Source: an optimization exercise on an open RTL-to-GDS flow (aim: small area, a short achievable clock period and few clock cycles). Production flows keep margins and buffers that such runs may drop. Only the layout flow was run in this run; the RTL was not checked for function there. No activity file was given, so power comes from the tool's default toggle rates.

--- design/flow/run.sh ---
#!/bin/bash
# synth_recipe.tcl (not shown) runs the flow's synth.tcl, then flattens the netlist and writes it again
# the make line also repeats each setting of config.mk as NAME=value (left out here)
make -C /OpenROAD-flow-scripts/flow DESIGN_CONFIG=/design/flow/config.mk WORK_HOME=/design/flow/orfs CLKGATE_MAP_FILE= SYNTH_SCRIPT=/design/flow/synth_recipe.tcl finish
--- design/flow/config.mk ---
export PLATFORM = sky130hd
export DESIGN_NAME = packet_truncate_ipv4_fixup_unit
export DESIGN_NICKNAME = packet_truncate_ipv4_fixup_unit
export VERILOG_FILES = /design/flow/design.v
export SDC_FILE = /design/flow/constraint.sdc
export NUM_CORES = 4
export LEC_CHECK = 0
export CAP_MARGIN = 20
export CORE_MARGIN = 2
export CORE_UTILIZATION = 40
export CTS_CLUSTER_DIAMETER = 110
export CTS_CLUSTER_SIZE = 26
export PLACE_DENSITY = 0.6
export SETUP_SLACK_MARGIN = 3.1
export SLEW_MARGIN = 20
--- design/flow/constraint.sdc ---
create_clock -name core_clock -period 5.5 [get_ports {clk_i}]
set_input_delay 1.1000 -clock core_clock [delete_from_list [all_inputs] [get_ports {clk_i}]]
set_output_delay 1.1000 -clock core_clock [all_outputs]
set_load 0.01 [all_outputs]
--- design/flow/design.v ---
package ptif_pkg;
  localparam int unsigned HEADER_HOLD_BYTES = 60;
  localparam int unsigned FIFO_DEPTH = HEADER_HOLD_BYTES;
  localparam int unsigned LAST_QUEUE_DEPTH = 2;
  localparam logic REG_ENABLE    = 1'b0;
  localparam logic REG_TRUNC_LEN = 1'b1;
  localparam logic [4:0]  ETH_BASE_LEN = 5'd14;
  localparam logic [4:0]  TAG_LEN      = 5'd4;
  localparam logic [4:0]  TAGGED_IP_OFF = ETH_BASE_LEN + TAG_LEN;
  localparam logic [15:0] TYPE_IPV4    = 16'h0800;
  localparam logic [15:0] TYPE_CTAG    = 16'h8100;
  localparam logic [15:0] TYPE_STAG    = 16'h88A8;
  localparam logic [15:0] POS_TYPE_HI  = 16'd12;
  localparam logic [15:0] POS_TYPE_LO  = 16'd13;
  localparam logic [15:0] POS_INNER_HI = 16'd16;
  localparam logic [15:0] POS_INNER_LO = 16'd17;
  localparam logic [15:0] POS_MAX      = 16'hFFFF;
  localparam logic [3:0] IPV4_VERSION = 4'h4;
  localparam logic [5:0] IPV4_MIN_HDR = 6'd20;
  localparam logic [5:0] OFF_TLEN_HI  = 6'd2;
  localparam logic [5:0] OFF_TLEN_LO  = 6'd3;
  localparam logic [5:0] OFF_CSUM_HI  = 6'd10;
  localparam logic [5:0] OFF_CSUM_LO  = 6'd11;
  localparam logic [15:0] KEEP_MIN_UNTAGGED = 16'(ETH_BASE_LEN) + 16'(IPV4_MIN_HDR);
  localparam logic [15:0] KEEP_MIN_VLAN     = 16'(ETH_BASE_LEN) + 16'(TAG_LEN);
  localparam logic [15:0] KEEP_MIN_TAGGED   = 16'(TAGGED_IP_OFF) + 16'(IPV4_MIN_HDR);
endpackage
import ptif_pkg::*;
module packet_truncate_ipv4_fixup_unit (
  input  logic        clk_i,
  input  logic        rst_ni,
  input  logic        cfg_we_i,
  input  logic        cfg_idx_i,
  input  logic [15:0] cfg_wdata_i,
  input  logic        s_axis_tvalid,
  output logic        s_axis_tready,
  input  logic [23:0] s_axis_tdata,    
  input  logic        s_axis_tlast,
  output logic        m_axis_tvalid,
  input  logic        m_axis_tready,
  output logic [7:0]  m_axis_tdata,    
  output logic        m_axis_tlast
);
  localparam int unsigned N  = FIFO_DEPTH;
  localparam int unsigned AW = 6;
  localparam int unsigned LQ = LAST_QUEUE_DEPTH;
  localparam int unsigned LW = $clog2(LQ);
  function automatic [8:0] add8(input [7:0] x, input [7:0] y, input ci);
    reg [7:0] g, p, gg, pp, gn, pn;
    reg [8:0] c;
    g  = x & y;
    p  = x ^ y;
    gg = g;
    pp = p;
    for (int d = 1; d < 8; d = d * 2) begin
      gn = gg;
      pn = pp;
      for (int i = d; i < 8; i++) begin
        gn[i] = gg[i] | (pp[i] & gg[i - d]);
        pn[i] = pp[i] & pp[i - d];
      end
      gg = gn;
      pp = pn;
    end
    c[0] = ci;
    for (int i = 0; i < 8; i++) c[i + 1] = gg[i] | (pp[i] & ci);
    add8 = {c[8], p ^ c[7:0]};
  endfunction
  logic        en_q;
  logic [15:0] tlen_q;
  logic        tlen_nz, tlen_is1, k18, k34, k38;
  logic        first_q;
  logic        cut_q;
  logic [15:0] rem_q;           
  logic [4:0]  pc_q;            
  logic        t08_q, t81_q, t88_q;
  logic        vlan_q, arm14_q, arm18_q;
  logic        hsp_q;           
  logic          hold_q;
  logic [3:0]    ihlm_q;        
  logic [5:0]    hoff_q;        
  logic [15:0]   tot_q;         
  logic [2:0]    a0h_q;         
  logic [7:0]    a0l_q;
  logic          fixp_q;        
  logic [3:0]    fcnt_q;
  logic [7:0]    ax_q, ay_q;    
  logic          ac_q;
  logic [1:0]    fin_q;
  logic [7:0]    mem_q [N];
  logic [2:0]    wph_q;
  logic [7:0]    wpl_q;
  logic [2:0]    rph_q;         
  logic [7:0]    rpl_q;         
  function automatic rp_is(input [2:0] h, input [7:0] l);
    rp_is = rph_q == h && (rpl_q & l) != 8'd0;
  endfunction
  function automatic [10:0] pinc(input [2:0] h, input [7:0] l);
    if (h == 3'((N - 1) / 8) && l[(N - 1) % 8]) pinc = {3'd0, 8'd1};
    else pinc = {h + 3'(l[7]), l[6:0], l[7]};
  endfunction
  function automatic [10:0] pdec(input [2:0] h, input [7:0] l);
    if (h == 3'd0 && l[0]) pdec = {3'((N - 1) / 8), 8'(1 << ((N - 1) % 8))};
    else pdec = {h - 3'(l[0]), l[0], l[7:1]};
  endfunction
  logic          empty_q, full_q;
  logic [2:0]    lqh_q [LQ];
  logic [7:0]    lql_q [LQ];
  logic [LW-1:0] lqw_q, lqr_q;
  logic [LW:0]   lqc_q;
  logic       ov_q;
  logic [7:0] ob_q;
  logic       ol_q;
  logic       trdy_q;
  assign s_axis_tready = trdy_q;
  assign m_axis_tvalid = ov_q;
  assign m_axis_tdata  = ob_q;
  assign m_axis_tlast  = ol_q;
  logic [7:0]  b;
  logic [15:0] flen;
  logic        l;
  assign b    = s_axis_tdata[7:0];
  assign flen = s_axis_tdata[23:8];
  assign l    = s_axis_tlast;
  assign tlen_nz  = tlen_q != 16'd0;
  assign tlen_is1 = tlen_q == 16'd1;
  assign k18      = tlen_q >= KEEP_MIN_VLAN;
  assign k34      = tlen_q >= KEEP_MIN_UNTAGGED;
  assign k38      = tlen_q >= KEEP_MIN_TAGGED;
  always_ff @(posedge clk_i or negedge rst_ni) begin
    if (!rst_ni) begin
      en_q   <= 1'b0;
      tlen_q <= 16'd0;
    end else if (cfg_we_i) begin
      if (cfg_idx_i == REG_ENABLE) en_q <= cfg_wdata_i[0];
      else                         tlen_q <= cfg_wdata_i;
    end
  end
  logic in_acc, drop, endc, wr, lastbit;
  logic rem_z, rem_o, rem_t, cut_in;
  logic drop_q, end_q;    
  logic drop_d, wok_q;    
  logic at12, at13, at16, at17;
  logic hs, ihl_ok, start, complete, rel_unfixed;
  logic bx08, bx00, bx81, bx88, bxa8;
  assign in_acc  = s_axis_tvalid && trdy_q;
  assign rem_z   = rem_q == 16'd0;
  assign rem_o   = rem_q == 16'd1;
  assign rem_t   = rem_q == 16'd2;
  assign cut_in  = en_q && tlen_nz && (flen > tlen_q);
  assign drop    = drop_q;
  assign endc    = first_q ? (en_q && tlen_is1 && (flen[15:1] != 15'd0))
                           : end_q;
  assign wr      = s_axis_tvalid && wok_q;
  assign lastbit = l || endc;
  assign bx08 = b == 8'h08;
  assign bx00 = b == 8'h00;
  assign bx81 = b == 8'h81;
  assign bx88 = b == 8'h88;
  assign bxa8 = b == 8'hA8;
  assign at12 = !first_q && pc_q == 5'd12;
  assign at13 = !first_q && pc_q == 5'd13;
  assign at16 = !first_q && pc_q == 5'd16;
  assign at17 = !first_q && pc_q == 5'd17;
  assign ihl_ok = b[7:4] == IPV4_VERSION && b[3:0] >= 4'd5 &&
                  (rem_q[15:6] != 10'd0 || rem_q[5:2] >= b[3:0]);
  assign hs       = hsp_q && !first_q;
  assign start    = hs && ihl_ok;
  assign complete = hold_q && hoff_q == {ihlm_q, 2'b11};
  assign rel_unfixed = hold_q && !complete && l;
  logic       first_d, cut_d, arm14_d, arm18_d, hsp_d;
  logic [4:0] pc_d;
  always_comb begin
    first_d = first_q;
    cut_d   = cut_q;
    arm14_d = arm14_q;
    arm18_d = arm18_q;
    pc_d    = pc_q;
    if (in_acc) begin
      first_d = l;
      if (first_q) begin
        cut_d   = cut_in;
        arm14_d = 1'b0;
        arm18_d = 1'b0;
        pc_d    = 5'd1;
      end else begin
        if (pc_q != 5'd31) pc_d = pc_q + 5'd1;
        if (at13) arm14_d = cut_q && t08_q && bx00 && k34;
        if (at17) arm18_d = cut_q && vlan_q && t08_q && bx00 && k38;
      end
    end
    hsp_d = hsp_q;
    if (in_acc)
      hsp_d = !first_q && !l && cut_q && ((arm14_d && pc_q == 5'd13) ||
                                          (arm18_d && pc_q == 5'd17));
  end
  always_comb begin
    drop_d = drop_q;
    if (in_acc) begin
      if (first_q) drop_d = !l && en_q && tlen_is1 && flen[15:1] != 15'd0;
      else         drop_d = !l && cut_q && (rem_z || rem_o);
    end
  end
  always_ff @(posedge clk_i or negedge rst_ni) begin
    if (!rst_ni) begin
      first_q <= 1'b1;
      hsp_q   <= 1'b0;
      drop_q  <= 1'b0;
      end_q   <= 1'b0;
    end else begin
      first_q <= first_d;
      hsp_q   <= hsp_d;
      drop_q <= drop_d;
      if (in_acc) begin
        if (first_q) end_q <= !l && en_q && tlen_q == 16'd2 &&
                              (flen[15:2] != 14'd0 || flen[1:0] == 2'd3);
        else         end_q <= !l && cut_q && rem_t;
      end
    end
  end
  always_ff @(posedge clk_i) begin
    cut_q   <= cut_d;
    arm14_q <= arm14_d;
    arm18_q <= arm18_d;
    pc_q    <= pc_d;
    if (in_acc) begin
      if (first_q) rem_q <= tlen_q - 16'd1;
      else if (!rem_z) rem_q <= rem_q - 16'd1;
      if (at12 || at16) begin
        t08_q <= bx08;
        t81_q <= bx81;
        t88_q <= bx88;
      end
      if (at13) vlan_q <= cut_q && ((t81_q && bx00) || (t88_q && bxa8)) && k18;
    end
  end
  logic [7:0] ad_q;             
  logic       s1_q;             
  logic       step, clr;
  logic [8:0] ssum;
  always_comb begin
    step = s1_q || fin_q != 2'd0;
    clr  = !step && !hold_q && !fixp_q;
    ssum = add8(ay_q, ad_q, ac_q);
  end
  always_ff @(posedge clk_i) begin
    if (!(in_acc && (hsp_q || hold_q)))
      ad_q <= 8'd0;
    else if (hold_q && hoff_q[5:4] == 2'b00 && hoff_q[2:1] == 2'b01)
      ad_q <= hoff_q[3] ? 8'd0 : hoff_q[0] ? tot_q[7:0] : tot_q[15:8];
    else
      ad_q <= b;
  end
  always_ff @(posedge clk_i or negedge rst_ni) begin
    if (!rst_ni) begin
      hold_q <= 1'b0;
      fin_q  <= 2'd0;
      s1_q   <= 1'b0;
    end else begin
      s1_q <= in_acc && (hsp_q || hold_q);
      if (fin_q != 2'd0 && !s1_q) fin_q <= fin_q - 2'd1;
      if (in_acc) begin
        if (start && !l) hold_q <= 1'b1;
        if (complete) begin
          hold_q <= 1'b0;
          fin_q  <= 2'd3;
        end
        if (rel_unfixed) hold_q <= 1'b0;
      end
    end
  end
  always_ff @(posedge clk_i) begin
    if (clr) begin
      ax_q <= 8'd0;
      ay_q <= 8'd0;
      ac_q <= 1'b0;
    end else if (step) begin
      ax_q <= ssum[7:0];
      ay_q <= ax_q;
      ac_q <= ssum[8];
    end
    if (in_acc) begin
      if (hsp_q) begin
        ihlm_q <= b[3:0] - 4'd1;
        hoff_q <= 6'd1;
        tot_q  <= rem_q;
        a0h_q  <= wph_q;
        a0l_q  <= wpl_q;
      end else if (hold_q) begin
        hoff_q <= hoff_q + 6'd1;
      end
    end
  end
  logic       empty, blocked, out_free, rd;
  logic [7:0] rdata, odata;
  logic       at_a0, olast;
  logic       push, pop;
  logic [15:0] fsum;
  logic [15:0] csum;
  assign empty    = empty_q;
  assign at_a0    = rp_is(a0h_q, a0l_q);
  assign blocked  = hold_q && at_a0;
  assign out_free = !ov_q || m_axis_tready;
  assign rd       = !empty && !blocked && out_free;
  logic [7:0] rp_hi, rp_lo;
  logic [7:0] grp [8];
  logic       fsub;
  logic [7:0] fbyte;
  assign fsum = {ax_q, ay_q};
  assign csum = (fsum == 16'd0) ? 16'd0 : ~fsum;
  always_comb begin
    fsub  = 1'b0;
    fbyte = 8'd0;
    if (fixp_q) begin
      case (fcnt_q)
        4'd2:  begin fsub = 1'b1; fbyte = tot_q[15:8]; end
        4'd3:  begin fsub = 1'b1; fbyte = tot_q[7:0];  end
        4'd10: begin fsub = 1'b1; fbyte = csum[15:8];  end
        4'd11: begin fsub = 1'b1; fbyte = csum[7:0];   end
        default: ;
      endcase
    end
    for (int k = 0; k < 8; k++) begin
      rp_hi[k] = rph_q == 3'(k) && !fsub;
      rp_lo[k] = rpl_q[k];
    end
    for (int g = 0; g < 8; g++) begin
      grp[g] = 8'd0;
      for (int j = 0; j < 8; j++) begin
        if (g * 8 + j < N) grp[g] = grp[g] | (mem_q[g * 8 + j] & {8{rp_lo[j]}});
      end
    end
    rdata = fbyte;
    for (int g = 0; g < 8; g++) rdata = rdata | (grp[g] & {8{rp_hi[g]}});
    odata = rdata;
  end
  logic [LQ-1:0] lqm;
  always_comb
    for (int k = 0; k < LQ; k++) lqm[k] = rp_is(lqh_q[k], lql_q[k]);
  assign olast = lqc_q != '0 && lqm[lqr_q];
  assign push  = wr && lastbit;
  assign pop   = rd && olast;
  logic [LW:0] lqc_d;
  logic        empty_d, full_d, lqfull_d, trdy_d;
  logic might_push, hsp_c;
  assign might_push = wr && (l || end_q || (first_q && en_q && tlen_is1));
  always_comb begin
    hsp_c = hsp_q;
    if (in_acc)
      hsp_c = !first_q && !l && cut_q && t08_q &&
              ((pc_q == 5'd13 && k34) || (pc_q == 5'd17 && vlan_q && k38));
  end
  assign trdy_d = !full_d && !lqfull_d && !(hsp_c && fixp_q);
  always_comb begin
    lqc_d = lqc_q;
    if (push && !pop) lqc_d = (lqc_q == '0) ? (LW+1)'(1) : (LW+1)'(2);
    if (pop && !push) lqc_d = (lqc_q == (LW+1)'(2)) ? (LW+1)'(1) : '0;
  end
  logic [10:0] wp_dec, wp_inc;
  assign wp_dec   = pdec(wph_q, wpl_q);
  assign wp_inc   = pinc(wph_q, wpl_q);
  assign empty_d  = (empty_q && !wr) || (rp_is(wp_dec[10:8], wp_dec[7:0]) && rd && !wr);
  assign full_d   = (full_q && !rd) || (rp_is(wp_inc[10:8], wp_inc[7:0]) && wr && !rd);
  assign lqfull_d = (lqc_q == (LW+1)'(LQ) && !pop) ||
                    (lqc_q == (LW+1)'(LQ - 1) && might_push && !pop);
  for (genvar i = 0; i < N; i++) begin : g_mem
    always_ff @(posedge clk_i) begin
      if (wr && wph_q == 3'(i / 8) && wpl_q[i % 8]) mem_q[i] <= b;
    end
  end
  always_ff @(posedge clk_i) begin
    if (wr) begin
      lqh_q[lqw_q] <= wph_q;
      lql_q[lqw_q] <= wpl_q;
    end
    if (rd) begin
      ob_q <= odata;
      ol_q <= olast;
    end
  end
  always_ff @(posedge clk_i or negedge rst_ni) begin
    if (!rst_ni) begin
      wph_q  <= '0;
      wpl_q  <= 8'd1;
      rph_q  <= '0;
      rpl_q  <= 8'd1;
      empty_q <= 1'b1;
      full_q  <= 1'b0;
      lqw_q  <= '0;
      lqr_q  <= '0;
      lqc_q  <= '0;
      ov_q   <= 1'b0;
      fixp_q <= 1'b0;
      fcnt_q <= 4'd0;
      trdy_q <= 1'b0;
      wok_q  <= 1'b0;
    end else begin
      if (wr) {wph_q, wpl_q} <= wp_inc;
      if (rd) {rph_q, rpl_q} <= pinc(rph_q, rpl_q);
      empty_q <= empty_d;
      full_q  <= full_d;
      if (push) lqw_q <= lqw_q + LW'(1);
      if (pop)  lqr_q <= lqr_q + LW'(1);
      lqc_q <= lqc_d;
      if (rd) ov_q <= 1'b1;
      else if (m_axis_tready) ov_q <= 1'b0;
      if (rd && fixp_q) begin
        if (fcnt_q != 4'd0 || at_a0) fcnt_q <= fcnt_q + 4'd1;
        if (fcnt_q == 4'd11) begin
          fixp_q <= 1'b0;
          fcnt_q <= 4'd0;
        end
      end
      if (in_acc && complete) begin
        fixp_q <= 1'b1;
        fcnt_q <= 4'd0;
      end
      trdy_q <= trdy_d;
      wok_q  <= trdy_d && !drop_d;
    end
  end
endmodule
==> run notes <==
[stage by stage]
| stage | cell area [um2] | setup slack, ns |
|---|---|---|
| 2_1_floorplan | 27190 | 3.102 |
| 3_3_place_gp | 28670 | 1.870 |
| 3_5_place_dp | 28680 | 1.785 |
| 4_1_cts | 30290 | 3.039 |
| 5_1_grt | 30760 | 2.980 |
| 6_report | 30760 | 3.065 |
[state kept, by name, summed over array words and instances (netlist names), 2 cells and up]
signal,flops
a0h_q,3
a0l_q,8
ad_q,8
ax_q,8
ay_q,8
fcnt_q,4
fin_q,2
hoff_q,6
ihlm_q,4
lqc_q,2
lqh_q,6
lql_q,16
mem_q,480
ob_q,8
pc_q,5
rem_q,16
rph_q,3
rpl_q,8
tlen_q,16
tot_q,16
wph_q,3
wpl_q,8
[cells in the mapped netlist (5+ instances only)]
cell type	number
mux2i_1	10
inv_1	49
a22oi_1	209
edfxtp_1	574
nand4_1	55
clkbuf_1	87
nor4_1	22
o21ai_0	53
nand2b_1	9
a31oi_1	21
dfrtp_1	57
o22ai_1	8
xor2_1	24
ha_1	54
or3_1	5
nor3_1	37
nand2_1	83
a221oi_1	33
a22o_1	39
dfxtp_1	25
mux2_2	18
o211ai_1	16
nor2_1	70
a21oi_1	46
nor2b_1	12
xnor2_1	38
and4_1	5
and3_1	9
buf_1	21
and2_1	63
nand3_1	38
[layout make-up]
cell class,instances,area (um2),area share
sequential,660,19330,0.6285
multi-input combinational,1049,7834,0.2547
timing repair buffer,160,1414,0.04596
tap,873,1092,0.03551
clock buffer,50,804.5,0.02616
inverter,51,192.7,0.006264
clock inverter,4,88.84,0.002888
antenna,1,2.502,0.00008135
[timing repair]
action / in CTS / in global routing
resized for setup: 179 / 52
setup endpoints to repair: 564 / 467
pin swaps: 23 / 13
buffers inserted: 38 / 28
[worst paths after layout]
| kind | endpoint | slack, ns | cells past startpoint |
|---|---|---|---|
| hold reg to reg | ax_q[0]$_SDFFE_PP0P_ | 0.51 | 2 |
| min in group core_clock | ax_q[0]$_SDFFE_PP0P_ | 0.51 | 2 |
| setup / recovery | lqc_q[1]$_DFFE_PN0P_ | 3.07 | 9 |
| hold / removal | tlen_q[12]$_DFFE_PN0P_ | 0.39 | 1 |
| max in group asynchronous | rpl_q[4]$_DFFE_PN0P_ | 4.02 | 2 |
| setup reg to reg | lqc_q[1]$_DFFE_PN0P_ | 3.07 | 9 |
[where the power goes]
group / total, uW / internal [uW] / switching [uW]
sequential: 6090 / 5730 / 362
combinational: 2240 / 841 / 1400
clock: 2650 / 1110 / 1540
total: 11000 / 7680 / 3300
[worst register-to-register path: cells and delay by family (launching register included)]
kind	cells	cell delay (ns)
flops	1	0.43
compound gates	4	0.48
simple gates	3	1.10
buf+inv	1	0.04
fa+ha+maj	1	0.29
[metal layers]
metal / vias to the layer above / track usage / share of wire
li1: 7526 / - / -
met5: - / 0 / 0.00013
met1: 8788 / 0.3165 / 0.42
met4: 2 / 0.07233 / 0.032
met2: 917 / 0.3452 / 0.46
met3: 142 / 0.03474 / 0.090
[cell families (layout without fill, tap and decap cells)]
kind of cell             Yosys count  in the layout  synth area share
AND/OR/NAND/NOR                  434            434           0.08526
buffers and inverters            161            265           0.02292
flip-flops                       660            660            0.7101
XOR/XNOR                          62             62           0.02001
adder cells (fa/ha/maj)           55             55           0.02564
other                              0              1                 0
AO/OA/AOI/OAI                    470            470            0.1249
multiplexers                      28             28           0.01116
==> run notes <==
fmax=410.8 MHz; DRT iter0 DRCs=2054; DRT antenna net count=0; DP Wirelength=47.93 mm; maximum buffer depth of the clock tree=3; Setup Viol. Count Final=0; syn_nets=1972; worst-path maximum fanout=3; largest net degree at the start of global routing=62; sequential cell area fraction in the yosys report=0.7101; RR Startpoint=tlen_q[5]$_DFFE_PN0P_; Critical-path top delay cell=or4_4; worst slew pin tran=0.9388 ns; routability cong.=0.9109; arrival time worst endpoint=2.97 ns; root buf cell=clkbuf_16; Routed WL=78.96 mm; GRT overflow=0; first-pass GRT wire length=115.0 mm; Slew Limit Headroom=0.3741; TritonCTS Sinks=660; cell taking the most area after synthesis=edfxtp_1; crit path from=tlen_q[5]$_DFFE_PN0P_; synth warn=3; period utilisation layout=0.4426; CTS tree=built; TritonCTS buffer count=29; DIE AREA=69930 um2; Final Skew=0.02075 ns; CP bufs+invs=1; dpl cells=2727; Hold WS=0.3925 ns; top-area cell type share of the netlist area=0.6352; CP Capture Type=register; residual DRC count=0; I/O pin count=58; Setup CP Type=reg -> reg; DIE WIDTH=264.5 um; commonest non-fill, non-tap cells in the layout=edfxtp_1 (574), a22oi_1 (201), nand2_1 (82); startpoint types=register; Avg WL per Cell=27.73 um; max-slew violation count=0; Post-CTS Hold Buffers=0; Hold Vio Cnt, Final=0; Cells after Synth=1870; worst skew pair latency=0.64 ns; Nets=2053; setup TNS=0 ns; synthesized flop and latch total=660; Top FF cell, synth=edfxtp_1; RSZ-0062 raised after global routing=yes; worst vdd ir=275.1 uV; Crit path max-delay family=simple AND/OR/NAND/NOR gates; Tot Pwr=10980 uW; initial antenna violation count=2; power per cell area=357.0 nW/um2; status=timing/DRC/antenna clean; Critical Path RT=6.04 ns; critical path, cell by cell=or3_4 -> or4_4 -> nor3_4 -> o21ai_4 -> a21o_1 -> ha_4 -> inv_2 -> a21oi_2 -> a21oi_1; Max H-tree Level=1; Filler cells=5836; fraction of layout cells with a size suffix above 1=0.1722; minimum clock period=2.435 ns; Yosys cell types=73; final design utilization=0.4580; clock slew at reported path FFs=0.10 ns; worst hold path class=in -> async; Vias=17380; GRT Total Usage=0.2209; Max-Cap Viols=0; Die Ht=264.5 um; Mean Syn Cell Area=14.51 um2; Site Rows=95; drt first pass iters=5; Post-synth EDFFs=574; commonest non-fill, non-tap cell in the layout=edfxtp_1; Non-Filler Instances=2848; Via density=6.101; vias in the first global route=16930; CP peak stage delay=0.51 ns; IO Port Bufs=57; initial core utilization=0.4040; Syn Std Cell Area=27130 um2; async set-reset flop share out of synthesis=0.09242; core box area=67160 um2; Leak=0.01014 uW; ranking of synthesized cells by area=edfxtp_1 (64%), a22oi_1 (5.8%), dfrtp_1 (5.3%), ha_1 (2.5%), dfxtp_1 (1.8%); synthesis-to-finish area growth=13.36%

-- separate check: timing with driven ports --
The results above use ideal ports. As a check the final layout listed here was re-extracted and re-timed, cells and wires unchanged. Step 1 sets driving cells, clkbuf_16 on the clock port and buf_2 on the other inputs (assumed; they add their load-dependent delay and slew). Step 2 also shifts input and output timing later by t, the mid clock arrival at the registers, as if the neighbouring blocks saw the same clock. a / b / c = no drivers / after step 1 / after step 2; a / b = the first two.
t, ns: 0.694
slack for setup (ns): 3.065 / 3.045 / 2.457
worst hold slack (ns): 0.393 / 0.350 / 0.512
worst register clock-pin slew, ns: 0.11 / 0.11
cell pins on the clock port's net: 1
After both steps this run still meets setup and hold. The setup slack of this run moves by -0.020 ns with the drivers and by -0.608 ns with both steps.
